From an optimization exercise on the open Yosys and OpenROAD flow, aimed at small area and a short achievable clock period; shortcuts taken in it are not production practice.
Function was not checked in any run shown here: the RTL went through the layout flow alone.
Power is estimated from default activity; no workload was simulated.

`flow/flow/run.sh`:
```
#!/bin/bash
# Own flow: the standard layout (standard.sh), with the synthesis step's ABC mapping
# script replaced by flow/abc_area.script. Each tool's output goes to a log in this folder.
set -euo pipefail
WORK=$(pwd)
export MY_WORK=$WORK
export MY_ABC_SCRIPT=$WORK/flow/abc_area.script
EXTRA="${MY_EXTRA_MAKE_VARS:-}"
sed -e "s#SYNTH_SCRIPT=[^ ]*#SYNTH_SCRIPT=$WORK/flow/my_synth.tcl $EXTRA#" standard.sh > my_standard.sh
grep -q "my_synth.tcl" my_standard.sh
bash my_standard.sh > flow_make.log 2>&1
cp orfs/logs/*/data_bus/base/*.log . 2>/dev/null || true
test -f out/final.def
```
`flow/flow/abc_area.script`:
```
strash
ifraig
scorr
dc2
dch -f
map -a
topo
stime -c
```
`flow/flow/my_synth.tcl`:
```
# Standard synthesis (synth_recipe.tcl, unchanged) with one difference: the combinational
# mapping step uses an area-oriented ABC script (flow/abc_area.script). Registers, their
# names and cell types are exactly as in the standard synthesis.
proc abc {args} {
  set i [lsearch -exact $args -script]
  if {$i >= 0} { lset args [expr {$i+1}] $::env(MY_ABC_SCRIPT) }
  puts "own flow: abc $args"
  yosys abc {*}$args
}
source $::env(MY_WORK)/synth_recipe.tcl
```
`flow/standard.sh`:
```
#!/bin/bash
# synth_recipe.tcl (not shown) runs the flow's synth.tcl, then flattens the netlist and writes it again
# the make line also repeats each setting of config.mk as NAME=value (left out here)
make -C /OpenROAD-flow-scripts/flow DESIGN_CONFIG=/design/flow/config.mk WORK_HOME=/design/flow/orfs CLKGATE_MAP_FILE= SYNTH_SCRIPT=/design/flow/synth_recipe.tcl "${@:-finish}"
```
`flow/config.mk`:
```
export PLATFORM = sky130hd
export DESIGN_NAME = data_bus
export DESIGN_NICKNAME = data_bus
export VERILOG_FILES = /design/flow/design.v
export SDC_FILE = /design/flow/constraint.sdc
export NUM_CORES = 4
export LEC_CHECK = 0
export CAP_MARGIN = 20
export CORE_MARGIN = 2
export CORE_UTILIZATION = 50
export CTS_BUF_LIST = sky130_fd_sc_hd__clkbuf_4 sky130_fd_sc_hd__clkbuf_8
export CTS_CLUSTER_SIZE = 30
export SETUP_SLACK_MARGIN = 1.5
export SLEW_MARGIN = 20
```
`flow/constraint.sdc`:
```
create_clock -name core_clock -period 7.0 [get_ports {clk}]
set_input_delay 1.4000 -clock core_clock [delete_from_list [all_inputs] [get_ports {clk}]]
set_output_delay 1.4000 -clock core_clock [all_outputs]
set_load 0.01 [all_outputs]
```
`flow/design.v`:
```
module data_bus #(
  parameter int RAM_WORDS = 64,
  parameter int DEBOUNCE  = 4
) (
  input  logic        clk,
  input  logic        reset,
  input  logic        memwrite,
  input  logic [31:0] addr,
  input  logic [31:0] writedata,
  output logic [31:0] readdata,
  input  logic [4:0]  SW,
  output logic [6:0]  gled,
  output logic [6:0]  gled2,
  output logic [6:0]  gled3,
  output logic [6:0]  gled4
);
  localparam int AW = $clog2(RAM_WORDS);
  localparam int CW = (DEBOUNCE < 2) ? 1 : $clog2(DEBOUNCE);
  logic [31:0]   r_ram [RAM_WORDS];
  logic [15:0]   r_disp;
  logic [4:0]    r_sw_s1;
  logic [4:0]    r_sw_s2;
  logic [4:0]    r_sw_cand;
  logic [CW-1:0] r_db_cnt;
  logic [4:0]    r_swreg;
  logic [31:0]   r_timer;
  logic [31:0]   r_cmp;
  logic          r_match;
  logic          w_page0;
  logic          w_ram_blk;
  logic          w_per_blk;
  logic [RAM_WORDS-1:0] w_sel_ram;
  logic [7:0]    w_sel_per;
  assign w_page0   = (addr[31:16] == 16'h0000);
  assign w_ram_blk = w_page0 && (addr[15:AW+2] == '0);
  assign w_per_blk = w_page0 && (addr[15:5] == 11'h7FE);
  always_comb begin
    for (int i = 0; i < RAM_WORDS; i++) w_sel_ram[i] = w_ram_blk && (addr[AW+1:2] == AW'(i));
    for (int i = 0; i < 8; i++)         w_sel_per[i] = w_per_blk && (addr[4:2] == 3'(i));
  end
  function automatic logic [6:0] seg7(input logic [3:0] h);
    case (h)
      4'h0: seg7 = 7'b1000000;
      4'h1: seg7 = 7'b1111001;
      4'h2: seg7 = 7'b0100100;
      4'h3: seg7 = 7'b0110000;
      4'h4: seg7 = 7'b0011001;
      4'h5: seg7 = 7'b0010010;
      4'h6: seg7 = 7'b0000010;
      4'h7: seg7 = 7'b1111000;
      4'h8: seg7 = 7'b0000000;
      4'h9: seg7 = 7'b0010000;
      4'hA: seg7 = 7'b0001000;
      4'hB: seg7 = 7'b0000011;
      4'hC: seg7 = 7'b1000110;
      4'hD: seg7 = 7'b0100001;
      4'hE: seg7 = 7'b0000110;
      default: seg7 = 7'b0001110;
    endcase
  endfunction
  logic [15:0] w_disp_shown;
  assign w_disp_shown = reset ? r_disp : 16'h0000;
  assign gled  = seg7(w_disp_shown[3:0]);
  assign gled2 = seg7(w_disp_shown[7:4]);
  assign gled3 = seg7(w_disp_shown[11:8]);
  assign gled4 = seg7(w_disp_shown[15:12]);
  always_comb begin
    readdata = 32'h0;
    for (int i = 0; i < RAM_WORDS; i++) readdata = readdata | (r_ram[i] & {32{w_sel_ram[i]}});
    readdata = readdata | ({16'h0, r_disp}   & {32{w_sel_per[0]}});
    readdata = readdata | ({27'h0, r_swreg}  & {32{w_sel_per[1]}});
    readdata = readdata | (r_timer           & {32{w_sel_per[2]}});
    readdata = readdata | (r_cmp             & {32{w_sel_per[3]}});
    readdata = readdata | ({31'h0, r_match}  & {32{w_sel_per[4]}});
  end
  for (genvar i = 0; i < RAM_WORDS; i++) begin : g_ram
    logic w_we;
    assign w_we = memwrite && w_sel_ram[i];
    always_ff @(posedge clk) begin
      r_ram[i] <= (r_ram[i] & {32{~w_we}}) | (writedata & {32{w_we}});
    end
  end
  always_ff @(posedge clk) begin
    if (!reset) begin
      r_disp <= 16'h0000;
      r_cmp  <= 32'hFFFF_FFFF;
    end else if (memwrite) begin
      if (w_sel_per[0]) r_disp <= writedata[15:0];
      if (w_sel_per[3]) r_cmp  <= writedata;
    end
  end
  always_ff @(posedge clk) begin
    if (!reset) begin
      r_timer <= 32'h0;
      r_match <= 1'b0;
    end else begin
      if (memwrite && w_sel_per[2]) r_timer <= writedata;
      else                          r_timer <= r_timer + 32'd1;
      if (r_timer == r_cmp)                              r_match <= 1'b1;
      else if (memwrite && w_sel_per[4] && writedata[0]) r_match <= 1'b0;
    end
  end
  always_ff @(posedge clk) begin
    if (!reset) begin
      r_sw_s1   <= 5'h0;
      r_sw_s2   <= 5'h0;
      r_sw_cand <= 5'h0;
      r_db_cnt  <= '0;
      r_swreg   <= 5'h0;
    end else begin
      r_sw_s1 <= SW;
      r_sw_s2 <= r_sw_s1;
      if (r_sw_s2 == r_swreg) begin
        r_sw_cand <= r_sw_s2;
        r_db_cnt  <= '0;
      end else if (r_sw_s2 != r_sw_cand) begin
        r_sw_cand <= r_sw_s2;
        r_db_cnt  <= CW'(1);
      end else if (r_db_cnt == CW'(DEBOUNCE - 1)) begin
        r_swreg  <= r_sw_s2;
        r_db_cnt <= '0;
      end else begin
        r_db_cnt <= r_db_cnt + 1'b1;
      end
    end
  end
endmodule
```
==> results of run 1 <==
[path summary, 6_finish.rpt]
kind	from	end	slack, ns	depth (start not counted)
min	r_sw_s1[3]	r_sw_s2[3]	0.40	2
min reg2reg	r_sw_s1[3]	r_sw_s2[3]	0.40	2
max reg2reg	r_timer[0]	r_timer[30]	2.32	20
max	addr[26]	readdata[10]	1.44	18
[through the flow]
step                      cells  power [mW]
after CTS                  7878        24.9
after global routing       7943        25.5
after detailed placement   7019        14.7
after floorplan            4471        14.4
final                      7953        25.0
after global placement     7019        14.7
[cell type report]
class | instances | share of cell area, %
Clock inverter | 120 | 0.668
Timing Repair Buffer | 812 | 9.96
Timing Repair inverter | 1 | 0.00882
Antenna cell | 11 | 0.0277
Multi-Input combinational cell | 2183 | 16.3
Clock buffer | 480 | 5.88
Tap cell | 2058 | 2.59
Sequential cell | 2151 | 64.0
Inverter | 137 | 0.588
[metal layers]
layer	share of wire, %	vias to the layer above	global-route usage, %	wire, µm
met3	18	1560	17.5	64400
met5	0.084	-	0.333	299
li1	-	21200	-	-
met2	41	6320	59.9	144000
met4	8.6	22	28.3	30400
met1	32	28600	56.0	115000
[report_power, final]
part / switching, mW / internal (mW) / total, mW
Combinational: 0.304 / 0.0690 / 0.373
Clock: 5.00 / 5.56 / 10.6
Sequential: 0.00546 / 14.1 / 14.1
Total: 5.31 / 19.7 / 25.0
[cells in the mapped netlist]
library cell	count	area share, %
nor4b_1	1	0.011
nor2_1	155	0.74
or2_2	1	0.0080
nor3b_1	1	0.0096
a32o_1	1	0.013
a211oi_1	8	0.077
a22oi_1	944	9.1
o21a_1	6	0.058
o32ai_1	4	0.045
nand3_1	87	0.56
o2bb2ai_1	1	0.011
a21oi_1	85	0.54
dfxtp_1	103	2.6
o31ai_1	3	0.029
ha_1	26	0.42
edfxtp_1	2048	79
nand4_1	207	1.7
xor2_1	23	0.26
o2111ai_1	1	0.011
nor4_1	76	0.61
o221ai_1	4	0.045
a31oi_1	6	0.048
xnor2_1	18	0.20
nor3_1	110	0.70
o211ai_1	7	0.067
nand2_1	205	0.98
o21ai_0	92	0.59
o22ai_1	26	0.21
a22o_2	64	0.82
clkinv_1	137	0.66
a221oi_1	21	0.24
[critical path: cells and delay by family]
family | cells | cell delay, ns
AOI/OAI and AO/OA | 1 | 0.09
buffers and inverters | 7 | 1.13
and+or+nand+nor | 10 | 1.51
[timing repair]
action,4_1_cts,5_1_grt
cloned,23,13
gates resized for setup,483,157
hold buffers,0,0
setup endpoints to repair,32,32
pin swaps,107,71
hold endpoints to repair,0,0
setup buffers,236,49
[layout by cell type, fill, tap and decap left out, types with 26 or more instances in the layout]
master,count
a22o_2,63
a21oi_1,80
nand4_1,207
nor3_2,75
nor4_1,31
nand3_1,59
dfxtp_1,103
buf_16,26
clkinv_1,199
a22oi_1,912
ha_1,26
clkinv_2,34
nor4_2,29
buf_4,363
edfxtp_1,2048
nor2_1,84
clkdlybuf4s50_1,34
o21ai_0,91
clkbuf_8,358
nor2_4,69
a22oi_2,32
nand2_1,189
buf_12,203
buf_2,46
buf_6,85
clkbuf_4,122
[logic make-up (layout without fill, tap and decap cells)]
logic type               count (synthesis)  count (layout)
flip-flops                            2151            2151
XOR/XNOR                                41              41
buffers and inverters                  137            1550
AO/OA/AOI/OAI                         1273            1273
adder cells (fa/ha/maj)                 26              26
other                                    0              11
AND/OR/NAND/NOR                        843             843
==> impl_metrics.ini, run 1 <==
[outcome]
outcome = no timing/DRC/antenna violations

[synthesis]
synthMuxAreaShare_pct = 0
synth_compound_area_share_pct = 11.9
synth-simple-area-share_pct = 5.28
ys.warnings.count = 2
synth_nets = 4569
postSynthAreaPerCell_um2 = 17.5
yosys.area_share.xor_xnor_pct = 0.459
synth_seq_cells = 2151
synthAdderAreaFrac_pct = 0.416
synth_top_family_by_area = compound AO/OA/AOI/OAI gates
ys_seq_area_share_pct = 81.3
synth_cells = 4471
synth.distinct_cells = 31
synth_area_um2 = 78200

[route]
wl_per_cell_um = 44.6
ant_nets = 0
vias = 57700
routed_wl_um = 354000
first_pass_iters = 8
initialDrtViolationCount = 13200
drc = 0
vias_per_cell = 7.26

[clock_network]
ctsLongestPathBuffers = 4
cts_made_buffers = 350
clockRootBuffer = clkbuf_8
clk_pin_slew_ns = 0.06
cts_tree = done
cts_num_sinks = 2151
clock_latency_ns = 1.11
htreeDepth = 5

[pwr]
p_leak_nw = 32.7
ir_drop_uv = 216
p_per_area_nw_per_um2 = 252

[sta]
relSlewSlack_pct = 20.0
holdWs_ns = 0.396
hold_viol = 0
clock.fmax_mhz = 180
setup_violations = 0
drv_slew = 0
period_needed_ns = 5.56
post-route-period-util_pct = 79.4
worstMarginPinSlew_ns = 1.19
finalSetupTns_ns = 0
finClkSkew_ns = 0.0539
finalWorstSetupSlack_ns = 1.44
rsz0062_at_grt = true

[cells_and_area]
seq_area_um2 = 63600
multiInputGateArea_um2 = 16200
area_delta_synth_final_pct = 27.1
utilization_pct = 63.8
fin_area_um2 = 99300
nets = 5734
drive_above_1_share_pct = 28.5
nFillCells = 11000

[global_route]
grt_max_degree = 68
grt_antenna_before_repair = 21
grt_first_pass_wirelength_um = 453000
grtUsageTotal_pct = 43.2
grt_pass1_vias = 51900
grt_overflow = 0

[floorplanning]
die_w_um = 399
die_y_um = 399
die-area_um2 = 160000
num_rows = 145
coreArea_um2 = 156000
start_util_pct = 50.2
ios = 132

[placement]
place_congestion = 0.992
dp_slack_ns = 0.109
placed_area_um2 = 86500
dp_hpwl_um = 179000
io_buffers = 129

[worst_setup_path]
critPathLaunchType = input port
criticalPathCategory = in2out
worst-endpoint-arrival_ns = 4.16
critPathSlowestCell = nor4_4
crit_chain = buf_6 -> nor4_4 -> nand2_1 -> nor2_4 -> nand3_4 -> nor2_4 -> buf_6 -> nand2_8 -> buf_6 -> nor2_4 -> buf_12 -> clkbuf_16 -> a221oi_4 -> buf_4 -> nand3_1 -> nor3_2 -> nand3_1 -> buf_2
slowest_delay_ns = 0.26
critPathRequiredTime_ns = 5.60
cp_max_fo = 5
endpoint_kind = output port

[job]
max_cap_viol_count = 0

[worst_hold_path]
min_path_type = reg2reg
==> run 2: changes to the inputs <==
--- a/flow/design.v
+++ b/flow/design.v
@@ -34,8 +34,8 @@
   assign w_page0   = (addr[31:16] == 16'h0000);
   assign w_ram_blk = w_page0 && (addr[15:AW+2] == '0);
-  assign w_per_blk = w_page0 && (addr[15:5] == 11'h7FE);
+  assign w_per_blk = w_page0 && (addr[15:5] == 11'h7F8);
   always_comb begin
-    for (int i = 0; i < RAM_WORDS; i++) w_sel_ram[i] = w_ram_blk && (addr[AW+1:2] == AW'(i));
-    for (int i = 0; i < 8; i++)         w_sel_per[i] = w_per_blk && (addr[4:2] == 3'(i));
+    for (int i = 0; i < RAM_WORDS; i++) w_sel_ram[i] = (addr[AW+1:2] == AW'(i));
+    for (int i = 0; i < 8; i++)         w_sel_per[i] = (addr[4:2] == 3'(i));
   end
   function automatic logic [6:0] seg7(input logic [3:0] h);
@@ -65,16 +65,19 @@
   assign gled3 = seg7(w_disp_shown[11:8]);
   assign gled4 = seg7(w_disp_shown[15:12]);
+  logic [31:0] w_rd_ram;
+  logic [31:0] w_rd_per;
   always_comb begin
-    readdata = 32'h0;
-    for (int i = 0; i < RAM_WORDS; i++) readdata = readdata | (r_ram[i] & {32{w_sel_ram[i]}});
-    readdata = readdata | ({16'h0, r_disp}   & {32{w_sel_per[0]}});
-    readdata = readdata | ({27'h0, r_swreg}  & {32{w_sel_per[1]}});
-    readdata = readdata | (r_timer           & {32{w_sel_per[2]}});
-    readdata = readdata | (r_cmp             & {32{w_sel_per[3]}});
-    readdata = readdata | ({31'h0, r_match}  & {32{w_sel_per[4]}});
+    w_rd_ram = 32'h0;
+    for (int i = 0; i < RAM_WORDS; i++) w_rd_ram = w_rd_ram | (r_ram[i] & {32{w_sel_ram[i]}});
+    w_rd_per = ({16'h0, r_disp}   & {32{w_sel_per[0]}})
+             | ({27'h0, r_swreg}  & {32{w_sel_per[1]}})
+             | (r_timer           & {32{w_sel_per[2]}})
+             | (r_cmp             & {32{w_sel_per[3]}})
+             | ({31'h0, r_match}  & {32{w_sel_per[4]}});
+    readdata = (w_rd_ram & {32{w_ram_blk}}) | (w_rd_per & {32{w_per_blk}});
   end
   for (genvar i = 0; i < RAM_WORDS; i++) begin : g_ram
     logic w_we;
-    assign w_we = memwrite && w_sel_ram[i];
+    assign w_we = memwrite && w_ram_blk && w_sel_ram[i];
     always_ff @(posedge clk) begin
       r_ram[i] <= (r_ram[i] & {32{~w_we}}) | (writedata & {32{w_we}});
@@ -86,6 +89,6 @@
       r_cmp  <= 32'hFFFF_FFFF;
     end else if (memwrite) begin
-      if (w_sel_per[0]) r_disp <= writedata[15:0];
-      if (w_sel_per[3]) r_cmp  <= writedata;
+      if (w_per_blk && w_sel_per[0]) r_disp <= writedata[15:0];
+      if (w_per_blk && w_sel_per[3]) r_cmp  <= writedata;
     end
   end
@@ -95,8 +98,8 @@
       r_match <= 1'b0;
     end else begin
-      if (memwrite && w_sel_per[2]) r_timer <= writedata;
+      if (memwrite && w_per_blk && w_sel_per[2]) r_timer <= writedata;
       else                          r_timer <= r_timer + 32'd1;
       if (r_timer == r_cmp)                              r_match <= 1'b1;
-      else if (memwrite && w_sel_per[4] && writedata[0]) r_match <= 1'b0;
+      else if (memwrite && w_per_blk && w_sel_per[4] && writedata[0]) r_match <= 1'b0;
     end
   end
==> flow/flow/run.sh (replaced) <==
#!/bin/bash
# Own flow: the standard layout (standard.sh) with two changes:
#  - synthesis maps the combinational logic with an area-oriented ABC script
#    (flow/abc_area.script); registers, their names and cell types are untouched;
#  - clock tree synthesis uses larger sink clusters of clkbuf_16 without dummy loads.
# Each tool's output is kept in a log file in this folder.
set -euo pipefail
WORK=$(pwd)
export MY_WORK=$WORK
export MY_ABC_SCRIPT=$WORK/flow/abc_area.script
export CTS_ARGS="-sink_clustering_enable -repair_clock_nets -sink_clustering_size 25 -sink_clustering_max_diameter 100 -buf_list sky130_fd_sc_hd__clkbuf_16 -dont_use_dummy_load"
sed -e "s#SYNTH_SCRIPT=[^ ]*#SYNTH_SCRIPT=$WORK/flow/my_synth.tcl#" standard.sh > my_standard.sh
grep -q "my_synth.tcl" my_standard.sh
bash my_standard.sh > flow_make.log 2>&1
for f in orfs/logs/*/data_bus/base/*.log; do cp "$f" "log_$(basename "$f")"; done
test -f out/final.def
--- a/flow/config.mk
+++ b/flow/config.mk
@@ -8,7 +8,5 @@
 export CAP_MARGIN = 20
 export CORE_MARGIN = 2
-export CORE_UTILIZATION = 50
-export CTS_BUF_LIST = sky130_fd_sc_hd__clkbuf_4 sky130_fd_sc_hd__clkbuf_8
-export CTS_CLUSTER_SIZE = 30
+export CORE_UTILIZATION = 55
 export SETUP_SLACK_MARGIN = 1.5
 export SLEW_MARGIN = 20
==> impl_metrics.ini, run 2 <==
[outcome]
outcome = no timing/DRC/antenna violations

[route]
vias_per_cell = 7.20
ant_nets = 0
wl_per_cell_um = 42.7
first_pass_iters = 6
drc = 0
vias = 54800
routed_wl_um = 325000
initialDrtViolationCount = 10800

[synthesis]
ys_seq_area_share_pct = 80.5
synth_top_cell_area_share_pct = 77.9
async_reset_ff_share_pct = 0
synth_cells = 4740
synth.distinct_cells = 33
netlist_top_cells_area = edfxtp_1, a22oi_1, dfxtp_1
ys.flop_type = edfxtp_1
synth_nets = 4838
yosysMostFrequentCell = edfxtp_1
synth_edf_count = 2048
postSynthAreaPerCell_um2 = 16.7
synth_area_um2 = 79000
ys.warnings.count = 2
synth_seq_cells = 2151
synthTopCellsByCount = edfxtp_1, a22oi_1, nand2_1, nor2_1, clkinv_1
yosysTopAreaCell = edfxtp_1

[sta]
finClkSkew_ns = 0.0488
relSlewSlack_pct = 25.8
setup_violations = 0
rsz0062_at_grt = true
drv_slew = 0
finalSetupTns_ns = 0
hold_viol = 0
period_needed_ns = 5.82
post-route-period-util_pct = 83.1
clock.fmax_mhz = 172
holdWs_ns = 0.402
worstMarginPinSlew_ns = 1.11

[cells_and_area]
layout_commonest_cell = edfxtp_1
mostFrequentLayoutCells = edfxtp_1, a22oi_1, buf_4
drive_above_1_share_pct = 24.6
utilization_pct = 66.9
area_delta_synth_final_pct = 21.2
fin_area_um2 = 95700
nets = 5799

[worst_setup_path]
path_delay_family = buffers and inverters
endpoint_kind = output port
critPathRequiredTime_ns = 5.60
r2r_end = r_timer[30]
worst-endpoint-arrival_ns = 4.42
slowest_delay_ns = 0.40
critPathSlowestCell = nor3_4
critPathLaunchType = input port
crit_chain = buf_12 -> clkinv_8 -> buf_6 -> nor2_4 -> buf_6 -> nand2_4 -> buf_8 -> buf_6 -> nor2_4 -> buf_12 -> buf_4 -> a22oi_2 -> nand4_1 -> a2111oi_4 -> nand2_2 -> nor3_4 -> buf_6 -> o22ai_1 -> buf_4 -> buf_6
cp_max_fo = 6
r2r_cells = 14
cp.depth = 20
crit_buf_inv = 11
reg2reg_slack_ns = 3.70
timing.rr.start = r_timer[0]
criticalPathCategory = in2out
path_common_cell = buf_6

[floorplanning]
die-area_um2 = 147000
die_y_um = 383
start_util_pct = 55.2
num_rows = 139
ios = 132
die_w_um = 383
coreArea_um2 = 143000

[clock_network]
clockRootBuffer = clkbuf_16
cts_hold_buf = 0
cts_made_buffers = 96
clock_latency_ns = 0.76
cts_num_sinks = 2151
cts_tree = done
clk_pin_slew_ns = 0.10
htreeDepth = 3
ctsLongestPathBuffers = 3

[job]
max_cap_viol_count = 0

[pwr]
p_leak_nw = 30.6
ir_drop_uv = 263
p_per_area_nw_per_um2 = 224

[worst_hold_path]
min_to = r_sw_s2[3]
min_path_type = reg2reg
hold_start = r_sw_s1[3]
holdPathStages = 2

[placement]
io_buffers = 129
place_congestion = 0.976
dp_hpwl_um = 201000
placed_area_um2 = 89500

[global_route]
grt_overflow = 0
grt_antenna_before_repair = 16
grt_pass1_vias = 49900
grt_first_pass_wirelength_um = 430000
grtUsageTotal_pct = 43.9
grt_max_degree = 69
==> run 2: cell count changes after synthesis, moves of 39 or more <==
cell / change
a22oi_1: -381
nand2_1: +226
a221oi_1: +157
nor2_1: +112
clkinv_1: +95
nor3_1: -76
nand3_1: +47
a21oi_1: +46
a32o_1: +39
nor4_1: -39
==> run 2: final cells by class <==
| class | count | area (µm²) |
|---|---|---|
| clock buffer | 96 | 2400 |
| tap | 1903 | 2380 |
| sequential | 2151 | 63600 |
| inverter | 232 | 972 |
| multi-input combinational | 2357 | 17400 |
| fill | 9836 | 47400 |
| antenna | 8 | 20.0 |
| timing repair buffer | 863 | 8960 |
==> run 2: worst max path at each step <==
| stage | startpoint | endpoint | slack, ns |
|---|---|---|---|
| floorplan | addr[31] | flip-flop | 1.20 |
| global placement | addr[4] | readdata[21] | -0.48 |
| detailed placement | addr[2] | readdata[21] | -0.48 |
| CTS | addr[3] | readdata[16] | 1.24 |
| global route | addr[3] | readdata[30] | 1.18 |
| finish | addr[3] | readdata[21] | 1.18 |
==> run 2: power by group <==
| group | internal (mW) | switching [mW] | total (mW) | leakage [nW] |
|---|---|---|---|---|
| Sequential | 14.1 | 0.00486 | 14.1 | 19.2 |
| Combinational | 0.351 | 0.733 | 1.08 | 10.2 |
| Clock | 2.46 | 3.87 | 6.33 | 1.18 |
==> run 2: metal layers <==
layer | share of wire [%] | GRT usage (%)
met3 | 15 | 12.8
met1 | 34 | 59.4
met5 | 0.022 | 0
met2 | 43 | 63.5
met4 | 7.3 | 26.6
==> run 2: worst reg2reg max path, cell delays in order, from the launching register on <==
cell and delay [ns]:
dfxtp_1 0.48, ha_1 0.25, nand4_1 0.17, nor2_1 0.25, nand3_1 0.23, nor2_1 0.22, nand4_1 0.16, nor2_1 0.13
nand2_1 0.15, nor4_1 0.36, nand2_1 0.14, nor3_1 0.28, nand4_1 0.15, xor2_1 0.17, a21oi_1 0.12
==> run 2: what timing repair did <==
action,4_1_cts,5_1_grt
gates resized for setup,602,118
endpoints found under the setup margin,32,32
setup buffers,109,23
pin swaps,140,93
cloned,3,0
==> run 2: kinds of logic after synthesis <==
group	Yosys count	share of synthesized area, %
adders and majority gates	26	0.412
DFF	2151	80.5
buffers and inverters	232	1.10
xor gates and xnor gates	43	0.477
and+or+nand+nor	1092	6.20
AOI/OAI and AO/OA	1196	11.3
==> run 2: per-stage QoR <==
stage | worst slack, ns | std cells | power (mW)
floorplan | 1.20 | 4740 | 14.6
global placement | -0.481 | 7369 | 15.2
detailed placement | -0.484 | 7371 | 15.2
CTS | 1.24 | 7579 | 21.3
global route | 1.18 | 7602 | 21.8
finish | 1.18 | 7610 | 21.5
==> run 3: changes to the inputs <==
--- a/flow/flow/run.sh
+++ b/flow/flow/run.sh
@@ -10,4 +10,5 @@
 export MY_ABC_SCRIPT=$WORK/flow/abc_area.script
 export CTS_ARGS="-sink_clustering_enable -repair_clock_nets -sink_clustering_size 25 -sink_clustering_max_diameter 100 -buf_list sky130_fd_sc_hd__clkbuf_16 -dont_use_dummy_load"
+export BUFFER_PORTS_ARGS="-buffer_cell sky130_fd_sc_hd__buf_2"
 sed -e "s#SYNTH_SCRIPT=[^ ]*#SYNTH_SCRIPT=$WORK/flow/my_synth.tcl#" standard.sh > my_standard.sh
 grep -q "my_synth.tcl" my_standard.sh
--- a/flow/config.mk
+++ b/flow/config.mk
@@ -6,7 +6,7 @@
 export NUM_CORES = 4
 export LEC_CHECK = 0
-export CAP_MARGIN = 20
+export CAP_MARGIN = 5
 export CORE_MARGIN = 2
 export CORE_UTILIZATION = 55
 export SETUP_SLACK_MARGIN = 1.5
-export SLEW_MARGIN = 20
+export SLEW_MARGIN = 5
==> impl_metrics.ini, run 3 <==
[floorplanning]
die_y_um = 383
ios = 132
die_w_um = 383
num_rows = 139
die-area_um2 = 147000
coreArea_um2 = 143000
start_util_pct = 55.2

[sta]
period_needed_ns = 5.81
drv_slew = 0
hold_viol = 0
worstMarginPinSlew_ns = 1.28
relSlewSlack_pct = 14.4
setup_violations = 0
clock.fmax_mhz = 172
finalSetupTns_ns = 0
finClkSkew_ns = 0.0198
rsz0062_at_grt = true
post-route-period-util_pct = 83.0

[worst_hold_path]
min_path_type = reg2reg

[cells_and_area]
nets = 5634
mostFrequentLayoutCells = edfxtp_1, a22oi_1, nand2_1
utilization_pct = 65.4
area_delta_synth_final_pct = 18.5
layout_commonest_cell = edfxtp_1
drive_above_1_share_pct = 23.1

[worst_setup_path]
critPathRequiredTime_ns = 5.60
criticalPathCategory = in2out
critPathLaunchType = input port
crit_buf_inv = 9
worst-endpoint-arrival_ns = 4.41
critPathSlowestCell = a2111oi_4
path_delay_family = buffers and inverters
crit_chain = buf_8 -> clkinv_4 -> nor2_4 -> inv_4 -> buf_12 -> buf_12 -> buf_4 -> nor2_4 -> buf_8 -> nand2_1 -> nand4_1 -> a211oi_2 -> nand4_1 -> a2111oi_4 -> nand3_4 -> nor3_2 -> buf_4 -> o22ai_2 -> buf_2
cp_max_fo = 9
endpoint_kind = output port
slowest_delay_ns = 0.36

[route]
ant_nets = 0
wl_per_cell_um = 44.2
vias_per_cell = 7.35
vias = 54800
routed_wl_um = 329000
drc = 0
initialDrtViolationCount = 11200
first_pass_iters = 8

[synthesis]
synth_edf_count = 2048
synth.distinct_cells = 33
synth_area_um2 = 79000
ys.flop_type = edfxtp_1
yosysMostFrequentCell = edfxtp_1
yosysTopAreaCell = edfxtp_1
synth_top_cell_area_share_pct = 77.9
netlist_top_cells_area = edfxtp_1, a22oi_1, dfxtp_1
synthTopCellsByCount = edfxtp_1, a22oi_1, nand2_1, nor2_1, clkinv_1
synth_seq_cells = 2151
synth_nets = 4838
ys_seq_area_share_pct = 80.5
synth_cells = 4740
ys.warnings.count = 2
postSynthAreaPerCell_um2 = 16.7
async_reset_ff_share_pct = 0

[clock_network]
htreeDepth = 3
clk_pin_slew_ns = 0.10
clock_latency_ns = 0.74
cts_hold_buf = 0
cts_made_buffers = 96
cts_num_sinks = 2151
ctsLongestPathBuffers = 3
clockRootBuffer = clkbuf_16
cts_tree = done

[placement]
io_buffers = 129
dp_hpwl_um = 189000
place_congestion = 0.948

[global_route]
grt_overflow = 0
grt_first_pass_wirelength_um = 433000
grtUsageTotal_pct = 44.3
grt_max_degree = 69
grt_antenna_before_repair = 18
grt_pass1_vias = 49700

[pwr]
p_switching_mw = 4.59
p_seq_share_pct = 65.7
clockPowerShare_pct = 29.5
p_leak_nw = 29.7
netSwitchingFraction_pct = 21.5
ir_drop_uv = 280
p_per_area_nw_per_um2 = 229
p_comb_share_pct = 4.9
intPower_mw = 16.8

[job]
max_cap_viol_count = 0

[outcome]
outcome = no timing/DRC/antenna violations
==> run 3: cell types whose count changed in the layout (fill, tap and decap cells not counted), moves of 17 or more <==
cell and change:
buf_4 -101, buf_2 +65, clkdlybuf4s50_1 -58, buf_6 -33
buf_12 -29, a221oi_1 +18, a221oi_2 -17
==> run 3: final timing paths <==
check	endpoint	slack, ns	cells past startpoint	startpoint
setup / recovery	readdata[15]	1.19	19	addr[6]
hold / removal	r_sw_s2[2]	0.39	2	r_sw_s1[2]
setup reg to reg	r_timer[30]	3.58	14	r_timer[0]
hold reg to reg	r_sw_s2[2]	0.39	2	r_sw_s1[2]
==> run 3: cell type report <==
type	count	area [µm²]
Sequential cell	2151	63600
Fill cell	9947	49600
Multi-Input combinational cell	2357	17300
Timing Repair Buffer	697	6940
Clock buffer	96	2400
Tap cell	1903	2380
Inverter	232	983
Antenna cell	14	35.0
Timing Repair inverter	1	5.00
==> run 3: worst reg2reg max path: stages, from the launching register on <==
cell	delay [ns]
dfxtp_1	0.48
ha_1	0.25
nand4_1	0.16
nor2_1	0.25
nand3_1	0.24
nor2_1	0.24
nand4_1	0.19
nor2_1	0.13
nand2_1	0.16
nor4_1	0.34
nand2_1	0.14
nor3_1	0.30
nand4_1	0.15
xor2_1	0.17
a21oi_1	0.13
==> run 3: metrics by stage <==
stage	instance area, µm²	hold slack [ns]	power [mW]	worst slack, ns	instances
2_1_floorplan	79100	0.383	14.6	1.20	4740
3_3_place_gp	86400	0.386	15.2	0.0568	7129
3_5_place_dp	86400	0.388	15.2	0.0573	7129
4_1_cts	92400	0.397	21.3	1.34	7391
5_1_grt	93600	0.406	21.7	1.23	7441
6_report	93600	0.391	21.4	1.19	7451
==> run 3: power groups by stage <==
stage,registers (mW),logic (mW),clock network [mW]
6_report,14.1,1.04,6.31
2_1_floorplan,14.4,0.194,0
5_1_grt,14.1,1.04,6.63
3_3_place_gp,14.4,0.797,0
4_1_cts,14.1,0.944,6.25
3_5_place_dp,14.4,0.809,0
==> run 3: logic make-up after synthesis <==
group | count (synthesis) | share of synthesized area [%]
compound gates | 1196 | 11.3
xor+xnor | 43 | 0.477
fa+ha+maj | 26 | 0.412
buf+inv | 232 | 1.10
flops | 2151 | 80.5
simple gates | 1092 | 6.20
==> run 3: repair_timing <==
item                                   4_1_cts  5_1_grt
resized for setup                          366      146
setup endpoints to repair                   32       31
gates cloned                                13        1
setup buffers                              153       45
endpoints found under the hold margin        0        0
pin swaps                                  109      118
==> run 3: per-layer routing <==
layer / vias to the layer above / wire length [µm] / part of all wire, % / track usage [%]
met5: - / 439 / 0.13 / 0.496
met2: 5130 / 141000 / 43 / 64.8
met3: 1163 / 51800 / 16 / 13.7
li1: 20900 / - / - / -
met1: 27600 / 110000 / 33 / 58.4
met4: 10 / 25900 / 7.9 / 27.4

-- re-timing with driven ports --
The results above use ideal ports. As a check the final layouts listed here were re-extracted and re-timed, cells and wires unchanged. Step 1 assumes that a clkbuf_16 drives the clock port and a buf_2 every other input. Step 2 times the ports against the registers' clock, not the clock port: input delays grow and output delays shrink by t, the midpoint of the rising clock arrivals with the driver on. Three values: ideal ports, drivers, drivers and shift; two values: the first two.
run	t, ns	setup slack, ns	clock arrival spread, ns	slew at the worst register clock pin (ns)	worst data-port slew with drivers (ns)
run 1	1.147	1.440 / 1.396 / 1.396	0.092 / 0.093	0.07 / 0.07	0.06
run 2	0.820	1.184 / 1.104 / 1.104	0.073 / 0.073	0.11 / 0.11	0.16
run 3	0.825	1.188 / 1.066 / 1.066	0.072 / 0.073	0.11 / 0.11	0.16
After both steps every run listed still meets setup and hold. The setup slack of run 3, which loses most, moves by -0.122 ns with the drivers and by -0.122 ns with both steps.
